Context: an optimization exercise on an open-source flow, tuned for small area. The choices shown serve that exercise and are no tape-out recipe.
In this exercise RTL edits were held to simulation tests only and were not proved equivalent to the original.
Power is estimated from default activity; no workload was simulated.

File: flow/config.mk
export PLATFORM = sky130hd
export DESIGN_NAME = pfiform_gearbox
export DESIGN_NICKNAME = pfiform_gearbox
export VERILOG_FILES = /design/flow/design.v
export SDC_FILE = /design/flow/constraint.sdc
export NUM_CORES = 4
export LEC_CHECK = 0
export CAP_MARGIN = 30
export CORE_MARGIN = 2
export CORE_UTILIZATION = 60
export CTS_CLUSTER_DIAMETER = 80
export CTS_CLUSTER_SIZE = 30
export SETUP_SLACK_MARGIN = 0.4
export SLEW_MARGIN = 30
export SYNTH_HIERARCHICAL = 1
export SYNTH_MINIMUM_KEEP_SIZE = 0
File: flow/constraint.sdc
create_clock -name core_clock -period 5.0 [get_ports {i_core_clk}]
set_input_delay 1.0000 -clock core_clock [delete_from_list [all_inputs] [get_ports {i_core_clk}]]
set_output_delay 1.0000 -clock core_clock [all_outputs]
set_load 0.01 [all_outputs]
File: flow/design.v
module pfiform_rotate #(
    parameter int LANES  = 32,
    parameter int LANE_W = 8,
    parameter int DIR    = 0
) (
    input  logic [4:0]              shift,
    input  logic [LANES*LANE_W-1:0] din,
    output logic [LANES*LANE_W-1:0] dout_n
);
    logic [LANES*LANE_W-1:0] s1_n;
    logic [LANES*LANE_W-1:0] s2_n;
    logic [3:0]              h1_n;
    logic [3:0]              h2_n;
    always_comb begin
        for (int j = 0; j < 4; j++) begin
            h1_n[j] = (shift[2:1] != 2'(j));
            h2_n[j] = (shift[4:3] != 2'(j));
        end
    end
    pfiform_rot2i #(.LANES(LANES), .LANE_W(LANE_W), .SH(1), .DIR(DIR)) u_s0 (
        .sel (shift[0]), .din (din), .dout_n (s1_n));
    pfiform_rot4n #(.LANES(LANES), .LANE_W(LANE_W), .SH(2), .DIR(DIR)) u_s1 (
        .h_n (h1_n), .x_n (s1_n), .y_n (s2_n));
    pfiform_rot4n #(.LANES(LANES), .LANE_W(LANE_W), .SH(8), .DIR(DIR)) u_s2 (
        .h_n (h2_n), .x_n (s2_n), .y_n (dout_n));
endmodule
module pfiform_rot2i #(
    parameter int LANES  = 32,
    parameter int LANE_W = 8,
    parameter int SH     = 1,
    parameter int DIR    = 0
) (
    input  logic                    sel,
    input  logic [LANES*LANE_W-1:0] din,
    output logic [LANES*LANE_W-1:0] dout_n
);
    localparam int OFS = DIR ? SH : (LANES - SH);
    always_comb begin
        for (int l = 0; l < LANES; l++) begin
            dout_n[l*LANE_W +: LANE_W] = ~(sel ? din[((l + OFS) % LANES)*LANE_W +: LANE_W]
                                               : din[l*LANE_W +: LANE_W]);
        end
    end
endmodule
module pfiform_rot4n #(
    parameter int LANES  = 32,
    parameter int LANE_W = 8,
    parameter int SH     = 1,
    parameter int DIR    = 0
) (
    input  logic [3:0]              h_n,
    input  logic [LANES*LANE_W-1:0] x_n,
    output logic [LANES*LANE_W-1:0] y_n
);
    localparam int W = LANES * LANE_W;
    logic [3:0][W-1:0] src_n;
    logic [3:0][W-1:0] hs_n;
    logic [1:0][W-1:0] pair;
    always_comb begin
        for (int j = 0; j < 4; j++) begin
            hs_n[j] = {W{h_n[j]}};
            for (int l = 0; l < LANES; l++) begin
                src_n[j][l*LANE_W +: LANE_W] =
                    x_n[((l + (DIR ? j * SH : LANES - j * SH)) % LANES)*LANE_W +: LANE_W];
            end
        end
    end
    pfiform_pair_sel #(.W(W)) u_p0 (
        .a_n (hs_n[0]), .b_n (src_n[0]), .c_n (hs_n[1]), .d_n (src_n[1]), .y (pair[0]));
    pfiform_pair_sel #(.W(W)) u_p1 (
        .a_n (hs_n[2]), .b_n (src_n[2]), .c_n (hs_n[3]), .d_n (src_n[3]), .y (pair[1]));
    assign y_n = ~(pair[0] | pair[1]);
endmodule
module pfiform_bank_sel #(
    parameter int LANES  = 32,
    parameter int LANE_W = 8
) (
    input  logic [LANES-1:0][3:0]           hot_n,
    input  logic [3:0][LANES*LANE_W-1:0]    q_n,
    output logic [LANES*LANE_W-1:0]         y_n
);
    localparam int W = LANES * LANE_W;
    logic [3:0][W-1:0] hs_n;
    logic [1:0][W-1:0] pair;
    always_comb begin
        for (int b = 0; b < 4; b++) begin
            for (int l = 0; l < LANES; l++) begin
                hs_n[b][l*LANE_W +: LANE_W] = {LANE_W{hot_n[l][b]}};
            end
        end
    end
    pfiform_pair_sel #(.W(W)) u_p0 (
        .a_n (hs_n[0]), .b_n (q_n[0]), .c_n (hs_n[1]), .d_n (q_n[1]), .y (pair[0]));
    pfiform_pair_sel #(.W(W)) u_p1 (
        .a_n (hs_n[2]), .b_n (q_n[2]), .c_n (hs_n[3]), .d_n (q_n[3]), .y (pair[1]));
    assign y_n = ~(pair[0] | pair[1]);
endmodule
module pfiform_rot_last #(
    parameter int LANES  = 32,
    parameter int LANE_W = 8
) (
    input  logic [LANES-1:0]        sel_lo_n,
    input  logic [LANES-1:0]        sel_hi_n,
    input  logic [LANES*LANE_W-1:0] x_n,
    output logic [LANES*LANE_W-1:0] dout
);
    localparam int W = LANES * LANE_W;
    logic [W-1:0] lo_n;
    logic [W-1:0] hi_n;
    logic [W-1:0] src_hi_n;
    always_comb begin
        for (int k = 0; k < LANES; k++) begin
            lo_n[k*LANE_W +: LANE_W]     = {LANE_W{sel_lo_n[k]}};
            hi_n[k*LANE_W +: LANE_W]     = {LANE_W{sel_hi_n[k]}};
            src_hi_n[k*LANE_W +: LANE_W] = x_n[((k + LANES / 2) % LANES)*LANE_W +: LANE_W];
        end
    end
    pfiform_pair_sel #(.W(W)) u_p (
        .a_n (lo_n), .b_n (x_n), .c_n (hi_n), .d_n (src_hi_n), .y (dout));
endmodule
module pfiform_pair_sel #(
    parameter int W = 256
) (
    input  logic [W-1:0] a_n,
    input  logic [W-1:0] b_n,
    input  logic [W-1:0] c_n,
    input  logic [W-1:0] d_n,
    output logic [W-1:0] y
);
    assign y = ~((a_n | b_n) & (c_n | d_n));
endmodule
module pfiform_therm (
    input  logic [4:0]  x,
    output logic [31:0] gt
);
    logic [31:0] g;
    logic [31:0] gn;
    always_comb begin
        g = '0;
        for (int k = 0; k < 5; k++) begin
            gn = '0;
            for (int l = 0; l < (2 << k); l++) begin
                if (l & (1 << k)) gn[l] = x[k] & g[l & ((1 << k) - 1)];
                else              gn[l] = x[k] | g[l];
            end
            g = gn;
        end
        gt = g;
    end
endmodule
module pfiform_gearbox #(
    parameter int LANES  = 32,
    parameter int LANE_W = 8,
    parameter int DEPTH  = 128
) (
    input  logic                       i_core_clk,
    input  logic                       i_rx_rst,
    input  logic                       i_flush,
    input  logic                       JoinEnable,
    output logic                       JoinPermit,
    input  logic [$clog2(LANES + 1)-1:0]    JoinAmount,
    input  logic [LANES*LANE_W-1:0]    JoinData,
    input  logic                       PopPermit,
    input  logic [$clog2(LANES + 1)-1:0]    PopAmount,
    output logic                       PopEnable,
    output logic [LANES*LANE_W-1:0]    PopData,
    output logic [$clog2(LANES + 1)-1:0]    PopCount,
    output logic [$clog2(DEPTH + 1)-1:0]    Level,
    output logic                       ProtErr
);
    localparam int W  = LANES * LANE_W;
    localparam int CW = $clog2(LANES + 1);
    localparam int LW = $clog2(DEPTH + 1);
    localparam int PW = $clog2(DEPTH);
    localparam int OW = $clog2(LANES);
    localparam int NB = DEPTH / LANES;
    localparam int BW = $clog2(NB);
    localparam logic [CW-1:0] LANES_C  = CW'(LANES);
    localparam logic [LW:0]   ROOM_MAX = (LW + 1)'(DEPTH - LANES);
    localparam logic IDLE  = 1'b0;
    localparam logic DRAIN = 1'b1;
    logic          state;
    logic [PW-1:0] wr_ptr;
    logic [PW-1:0] pop_ptr;    
    logic          join_ok;
    logic          pop_ok;
    logic          join_fire;
    logic          pop_full;
    logic          pop_part;
    logic          prot_hit;
    logic [CW-1:0] join_n;
    logic [CW-1:0] pop_n;
    assign JoinPermit = (state == IDLE) && ({1'b0, Level} <= ROOM_MAX);
    assign join_ok   = (JoinAmount != '0) && (JoinAmount <= LANES_C);
    assign pop_ok    = (PopAmount != '0) && (PopAmount <= LANES_C);
    assign join_fire = JoinEnable && JoinPermit && join_ok;
    assign pop_full  = PopPermit && pop_ok && (Level >= LW'(PopAmount));
    assign pop_part  = PopPermit && pop_ok && (state == DRAIN) && (Level != '0) &&
                       (Level < LW'(PopAmount));
    assign pop_n  = pop_full ? PopAmount : (pop_part ? Level[CW-1:0] : '0);
    assign join_n = join_fire ? JoinAmount : '0;
    assign prot_hit = (JoinEnable && (!JoinPermit || !join_ok)) || (PopPermit && !pop_ok);
    assign PopEnable = (PopCount != '0);
    logic [OW-1:0]              wr_off;
    logic [BW-1:0]              wr_bank;
    logic [NB-1:0]              wr_bank_hot;
    logic [W-1:0]               wr_rot_n;
    logic [OW:0]                wr_end;
    logic [LANES-1:0]           wr_gt_off;
    logic [LANES-1:0]           wr_gt_end;
    logic [LANES-1:0]           wr_win;
    logic [NB-1:0][LANES-1:0]   wr_en;
    logic [NB-1:0][W-1:0]       mem_n;
    assign wr_off  = wr_ptr[OW-1:0];
    assign wr_bank = wr_ptr[PW-1:OW];
    assign wr_end  = {1'b0, wr_off} + (OW + 1)'(JoinAmount);
    pfiform_rotate #(
        .LANES  (LANES),
        .LANE_W (LANE_W),
        .DIR    (0)
    ) u_wr_rot (
        .shift  (wr_off),
        .din    (JoinData),
        .dout_n (wr_rot_n)
    );
    pfiform_therm u_wr_t0 (.x (wr_off),          .gt (wr_gt_off));
    pfiform_therm u_wr_t1 (.x (wr_end[OW-1:0]),  .gt (wr_gt_end));
    always_comb begin
        for (int b = 0; b < NB; b++) begin
            wr_bank_hot[b] = (wr_bank == BW'(b));
        end
        for (int l = 0; l < LANES; l++) begin
            wr_win[l] = join_fire &&
                        (wr_end[OW] ? (!wr_gt_off[l] || wr_gt_end[l]) : (!wr_gt_off[l] && wr_gt_end[l]));
        end
        for (int b = 0; b < NB; b++) begin
            for (int l = 0; l < LANES; l++) begin
                wr_en[b][l] = wr_win[l] &&
                              (wr_gt_off[l] ? wr_bank_hot[(b + NB - 1) % NB] : wr_bank_hot[b]);
            end
        end
    end
    always_ff @(posedge i_core_clk) begin
        for (int b = 0; b < NB; b++) begin
            for (int l = 0; l < LANES; l++) begin
                if (wr_en[b][l]) begin
                    mem_n[b][l*LANE_W +: LANE_W] <= wr_rot_n[l*LANE_W +: LANE_W];
                end
            end
        end
    end
    logic [OW-1:0]              rd_off;
    logic [LANES-1:0][BW-1:0]   rd_lane_bank;
    logic [LANES-1:0]           cnt_gt;
    logic [LANES-1:0][NB-1:0]   rd_hot_n;
    logic [3:0]                 rd_h1_n;
    logic [3:0]                 rd_h2_n;
    logic [LANES-1:0]           rd_lo_n;
    logic [LANES-1:0]           rd_hi_n;
    logic [W-1:0]               rd_s0_n;
    logic [W-1:0]               rd_s1_n;
    logic [W-1:0]               rd_s2_n;
    assign rd_off  = pop_ptr[OW-1:0];
    logic [PW-1:0]              rd_ptr_now;
    logic [LANES-1:0]           rd_gt_nxt;
    logic [BW-1:0]              rd_bank_inc;
    assign rd_ptr_now  = pop_ptr + PW'(PopCount);
    assign rd_bank_inc = rd_ptr_now[PW-1:OW] + BW'(1);
    pfiform_therm u_rd_t0 (.x (rd_ptr_now[OW-1:0]), .gt (rd_gt_nxt));
    always_ff @(posedge i_core_clk) begin
        for (int l = 0; l < LANES; l++) begin
            rd_lane_bank[l] <= rd_gt_nxt[l] ? rd_bank_inc : rd_ptr_now[PW-1:OW];
        end
        for (int j = 0; j < 4; j++) begin
            rd_h1_n[j] <= (rd_ptr_now[1:0] != 2'(j));
            rd_h2_n[j] <= (rd_ptr_now[3:2] != 2'(j));
        end
    end
    pfiform_therm u_rd_t1 (.x (PopCount[OW-1:0]),   .gt (cnt_gt));
    always_comb begin
        for (int l = 0; l < LANES; l++) begin
            for (int b = 0; b < NB; b++) begin
                rd_hot_n[l][b] = (rd_lane_bank[l] != BW'(b));
            end
        end
        for (int k = 0; k < LANES; k++) begin
            rd_lo_n[k] = !((PopCount[OW] || cnt_gt[k]) && !rd_off[OW-1]);
            rd_hi_n[k] = !((PopCount[OW] || cnt_gt[k]) &&  rd_off[OW-1]);
        end
    end
    pfiform_bank_sel #(
        .LANES  (LANES),
        .LANE_W (LANE_W)
    ) u_rd_sel (
        .hot_n (rd_hot_n),
        .q_n   (mem_n),
        .y_n   (rd_s0_n)
    );
    pfiform_rot4n #(.LANES(LANES), .LANE_W(LANE_W), .SH(1), .DIR(1)) u_rd_s1 (
        .h_n (rd_h1_n), .x_n (rd_s0_n), .y_n (rd_s1_n));
    pfiform_rot4n #(.LANES(LANES), .LANE_W(LANE_W), .SH(4), .DIR(1)) u_rd_s2 (
        .h_n (rd_h2_n), .x_n (rd_s1_n), .y_n (rd_s2_n));
    pfiform_rot_last #(
        .LANES  (LANES),
        .LANE_W (LANE_W)
    ) u_rd_last (
        .sel_lo_n (rd_lo_n),
        .sel_hi_n (rd_hi_n),
        .x_n      (rd_s2_n),
        .dout     (PopData)
    );
    logic [LW-1:0] lvl_j;
    logic [LW-1:0] lvl_p;
    logic [LW-1:0] lvl_jp;
    logic [LW-1:0] lvl_nxt;
    assign lvl_j  = Level + LW'(JoinAmount);
    assign lvl_p  = Level - LW'(PopAmount);
    assign lvl_jp = Level + LW'(JoinAmount) - LW'(PopAmount);
    always_comb begin
        if (pop_part)
            lvl_nxt = LW'(join_n);
        else if (pop_full)
            lvl_nxt = join_fire ? lvl_jp : lvl_p;
        else
            lvl_nxt = join_fire ? lvl_j : Level;
    end
    always_ff @(posedge i_core_clk) begin
        if (i_rx_rst) begin
            state    <= IDLE;
            wr_ptr   <= '0;
            pop_ptr  <= '0;
            PopCount <= '0;
            Level    <= '0;
            ProtErr  <= 1'b0;
        end else begin
            wr_ptr   <= wr_ptr + PW'(join_n);
            pop_ptr  <= rd_ptr_now;
            PopCount <= pop_n;
            Level    <= lvl_nxt;
            ProtErr  <= ProtErr | prot_hit;
            case (state)
                IDLE:    if (i_flush && (Level != '0)) state <= DRAIN;
                DRAIN:   if (Level == '0) state <= IDLE;
                default: state <= IDLE;
            endcase
        end
    end
endmodule
File: flow/flow/run.sh
#!/bin/bash
# The standard layout (the standard.sh: standard synthesis, then ORFS to finish), with one
# change: the buffers that ORFS puts on every input and output port are plain
# sky130_fd_sc_hd__buf_1 cells (the resizer may still upsize them) instead of the delay cell that
# buffer_ports picks by default. The full make output goes to standard_run.log.
set -euo pipefail
bash standard.sh BUFFER_PORTS_ARGS="-buffer_cell sky130_fd_sc_hd__buf_1" finish > standard_run.log 2>&1
File: flow/standard.sh
#!/bin/bash
# synth_recipe.tcl (not shown) runs the flow's synth.tcl, then flattens the netlist and writes it again
# the make line also repeats each setting of config.mk as NAME=value (left out here)
make -C /OpenROAD-flow-scripts/flow DESIGN_CONFIG=/design/flow/config.mk WORK_HOME=/design/flow/orfs CLKGATE_MAP_FILE= SYNTH_SCRIPT=/design/flow/synth_recipe.tcl "${@:-finish}"
==> impl_metrics.csv <==
group,metric,value,unit
timing,worst_pin_slew,1.21,ns
timing,rsz0062_at_grt,"no",
worst_setup_path,path_cells,"nand2b_1 > o22ai_1 > nor2_2 > o22ai_1 > nor2_1 > o22ai_1 > nor2_1 > o22ai_1 > buf_1",
detailed_routing,drt-pass1-iter-count,11,
clock_tree,holdBufCountCts,0,
logic_synthesis,syn_area_per_cell,9.70,um2
worst_setup_path,cp-start-kind,"register",
worst_setup_path,crit_family,"simple AND/OR/NAND/NOR gates",
logic_synthesis,synth_cell_types,68,
worst_setup_path,crit_slowest_cell,"nor2_1",
worst_setup_path,endpoint_kind,"output pin",
clock_tree,clock_path_buffers,3,
hold_path,hold_path_class,"reg2reg",
place,place_congestion,1.14,
logic_synthesis,synth_edf_count,1024,
clock_tree,cts_root_buffer,"clkbuf_16",
worst_setup_path,cp.arrival,3.75,ns
global_route,grt_pass1_vias,61737,
detailed_routing,wl_per_cell,36.5,um
worst_setup_path,cpMostUsedCell,"o22ai_1",
worst_setup_path,path_buf_inv,1,
logic_synthesis,ys_ff_latch,1126,
floorplanning,initial_core_util,60.3,%
job,maxCapViolCount,0,
status,outcome,"complete, no violations",
timing,finalCritPeriodShare,95.0,%
detailed_routing,post-route-drc-count,0,
floorplanning,coreArea,109000,um2
place,io_buffers,545,
hold_path,worstHoldStart,"ProtErr",
logic_synthesis,syn-cell-area,65400,um2
logic_synthesis,synth-main-ff-cell,"edfxtp_1",
timing,slew_viol_final,0,
global_route,grt_usage,55.8,%
clock_tree,cts_buffers,45,
detailed_routing,ant_nets,0,
logic_synthesis,synth_most_common_cell,"o22ai_1",
timing,report.final.hold_viol_count,0,
clock_tree,insertion_delay,0.72,ns
floorplanning,rows,121,
worst_setup_path,worstPathMaxFanout,8,
detailed_routing,viasPerCell,8.04,
power_and_ir_drop,power_frac_seq,33.5,%
power_and_ir_drop,peakVddDrop,0.392,mV
layout,synthToLayoutAreaGrowth,12.2,%
power_and_ir_drop,total_power,0.0367,W
logic_synthesis,yosysWarnings,16,
floorplanning,io_pins,546,
timing,setup_viol,0,
timing,period_minus_slack,4.75,ns
power_and_ir_drop,pwr-share-clk,12.9,%
timing,fin_setup_tns,0,ns
global_route,grt_overflow,0,
detailed_routing,num_vias,72201,
clock_tree,h-tree-depth,2,
logic_synthesis,async_flop_share,0,%
power_and_ir_drop,pwr-share-comb,53.6,%
power_and_ir_drop,pwr_density_cell,500,nW/um2
global_route,grt_max_degree,154,
logic_synthesis,yosys.area.top_type,"edfxtp_1",
layout,finish.utilization,67.7,%
timing,fin_worst_skew,0.0481,ns
logic_synthesis,synth_common_cells,"o22ai_1 (2816), nor2_1 (1446), edfxtp_1 (1024)",
floorplanning,die_y,334,um
clock_tree,cts_tree,"built",
logic_synthesis,syn_nets,7058,
clock_tree,path_clk_slew,0.11,ns
worst_setup_path,path_class,"reg2out",
logic_synthesis,yosysTopAreaCellShare,47.0,%
worst_setup_path,max_stage_delay,0.57,ns
global_route,grt_pass1_wl,443000,um
clock_tree,clock-sinks,1126,
detailed_routing,routed_wl,327000,um
worst_setup_path,cp.required,4.00,ns
logic_synthesis,synthTopCellsByArea,"edfxtp_1 (47%), o22ai_1 (27%), nor2_1 (8.3%), mux2i_1 (4.0%), dfxtp_1 (3.1%)",
global_route,antenna_found_initial,8,
floorplanning,die_area,112000,um2
floorplanning,die_x,334,um
logic_synthesis,yosysSeqAreaShare,50.1,%
worst_setup_path,startpoint,"rd_lane_bank[18]",
timing,fmax,211,MHz
power_and_ir_drop,intPower,0.0186,W
power_and_ir_drop,leakagePower,22.8,nW
timing,relSlewSlack,18.9,%
worst_setup_path,r2r-start,"wr_ptr[0]",
place,dp_hpwl,254000,um
layout,layout.nets,7831,
detailed_routing,drt_iter0_markers,16240,
layout,layout-drive-gt1-share,8.31,%
power_and_ir_drop,p_switching,0.0181,W
power_and_ir_drop,p_sw_share,49.3,%
logic_synthesis,netlist_instances,6744,
-- power by group through the flow --
| stage | Sequential [W] | Clock (W) | Combinational, W |
|---|---|---|---|
| global route | 0.0124 | 0.00496 | 0.0193 |
| CTS | 0.0123 | 0.00464 | 0.0176 |
| global placement | 0.0125 | 0 | 0.0172 |
| floorplan | 0.0126 | 0 | 0.00938 |
| detailed placement | 0.0125 | 0 | 0.0175 |
| finish | 0.0123 | 0.00472 | 0.0197 |
-- routing by layer --
metal	share of wire [%]	wire length (um)	GRT usage, %	vias up
met3	19	61700	26.2	1675
met5	0.076	250	1.48	-
met1	31	102000	66.4	33852
met4	11	35900	45.2	8
met2	39	128000	76.6	7151
li1	-	-	-	29515
-- per-module statistics from Yosys, one instance, submodules excluded, excerpt --
module,copies in the design,flops+latches,cells,cell area [um2]
pfiform_therm,4,0,57,295
pfiform_gearbox,1,1126,2127,38900
-- cell type report --
class / instances / area (um2)
Timing Repair Buffer: 856 / 4870
Sequential cell: 1126 / 32800
Fill cell: 8215 / 35100
Clock inverter: 10 / 173
Tap cell: 1414 / 1770
Inverter: 37 / 139
Antenna cell: 13 / 32.5
Multi-Input combinational cell: 5451 / 32400
Clock buffer: 74 / 1240
-- path summary, 6_finish.rpt --
| check | to | slack, ns | depth (start not counted) |
|---|---|---|---|
| hold / removal | ProtErr | 0.53 | 2 |
| hold reg to reg | ProtErr | 0.53 | 2 |
| setup / recovery | PopData[91] | 0.25 | 9 |
| setup reg to reg | mem_n[694] | 0.40 | 7 |
-- timing repair --
| item | CTS | global route |
|---|---|---|
| endpoints found under the setup margin | 127 | 213 |
| resized for setup | 49 | 149 |
| buffers inserted | 0 | 0 |
-- flip-flops by register name (all words and copies together), names as in the netlist --
| name | flops |
|---|---|
| Level | 8 |
| PopCount | 6 |
| wr_ptr | 7 |
| rd_h1_n | 4 |
| ProtErr | 1 |
| pop_ptr | 7 |
| mem_n | 1024 |
| state | 1 |
| rd_h2_n | 4 |
| rd_lane_bank | 64 |
-- per-stage QoR --
stage / worst slack (ns) / std cells / hold slack [ns] / area, um2
6_report: 0.249 / 8981 / 0.533 / 73400
5_1_grt: 0.341 / 8969 / 0.551 / 73400
4_1_cts: 0.403 / 8966 / 0.524 / 72900
3_5_place_dp: 0.343 / 8882 / 0.497 / 71400
3_3_place_gp: 0.448 / 8882 / 0.474 / 71300
2_1_floorplan: 0.582 / 6744 / 0.503 / 65500
-- cell usage in the layout, fill, tap and decap left out, types with 38 or more instances in the layout --
cell / instances
xor2_1: 38
edfxtp_1: 1024
buf_1: 545
nand2b_1: 83
nand2_1: 150
or3_1: 67
nor2_2: 146
nor2_1: 1270
dfxtp_1: 92
o21bai_1: 41
buf_12: 39
nand3_1: 68
clkbuf_16: 45
buf_4: 272
o21ai_0: 44
mux2i_1: 259
xnor2_1: 43
o22ai_1: 2816
a21oi_1: 101
-- cell families (layout without fill, tap and decap cells) --
family / after synthesis / in the layout / synth area share, %
flip-flops: 1126 / 1126 / 50.1
AND/OR/NAND/NOR: 1941 / 1941 / 12.4
XOR/XNOR: 85 / 85 / 1.14
buffers and inverters: 167 / 977 / 1.50
multiplexers: 262 / 262 / 4.01
AO/OA/AOI/OAI: 3118 / 3118 / 29.9
other: 4 / 17 / 0.0229
adder cells (fa/ha/maj): 41 / 41 / 0.853
-- worst reg2reg max path, stage by stage, from the launching register on --
cell and delay (ns):
dfxtp_4 0.75, buf_12 0.73, buf_4 0.70, mux2i_1 0.69
o22ai_1 0.35, nor2_1 0.38, o22ai_1 0.16, nor2_1 0.54

afterwards: timing with drivers on the ports:
No port has a modelled driver above. Below, the same layout with a new extraction and two added sets of constraints.
Step 1 sets driving cells, clkbuf_16 on the clock port and buf_2 on the other inputs (assumed; they add their load-dependent delay and slew).
Step 2 adds t to the input delays and takes it off the output delays; t is the mean of the earliest and latest rising clock arrival at the registers after step 1. Input paths then give back, and output paths get back, about the clock's delay inside the block.
Slacks: ideal / step 1 / step 2; pairs: ideal / step 1.
t, ns: 0.772
setup slack, ns: 0.249 / 0.169 / 0.193
hold slack, ns: 0.533 / 0.482 / 0.533
worst data-port slew with drivers (ns): 0.08
After both steps setup and hold are still met in this run. For this run, drivers alone change the setup slack by -0.080 ns; drivers and shift together by -0.056 ns.
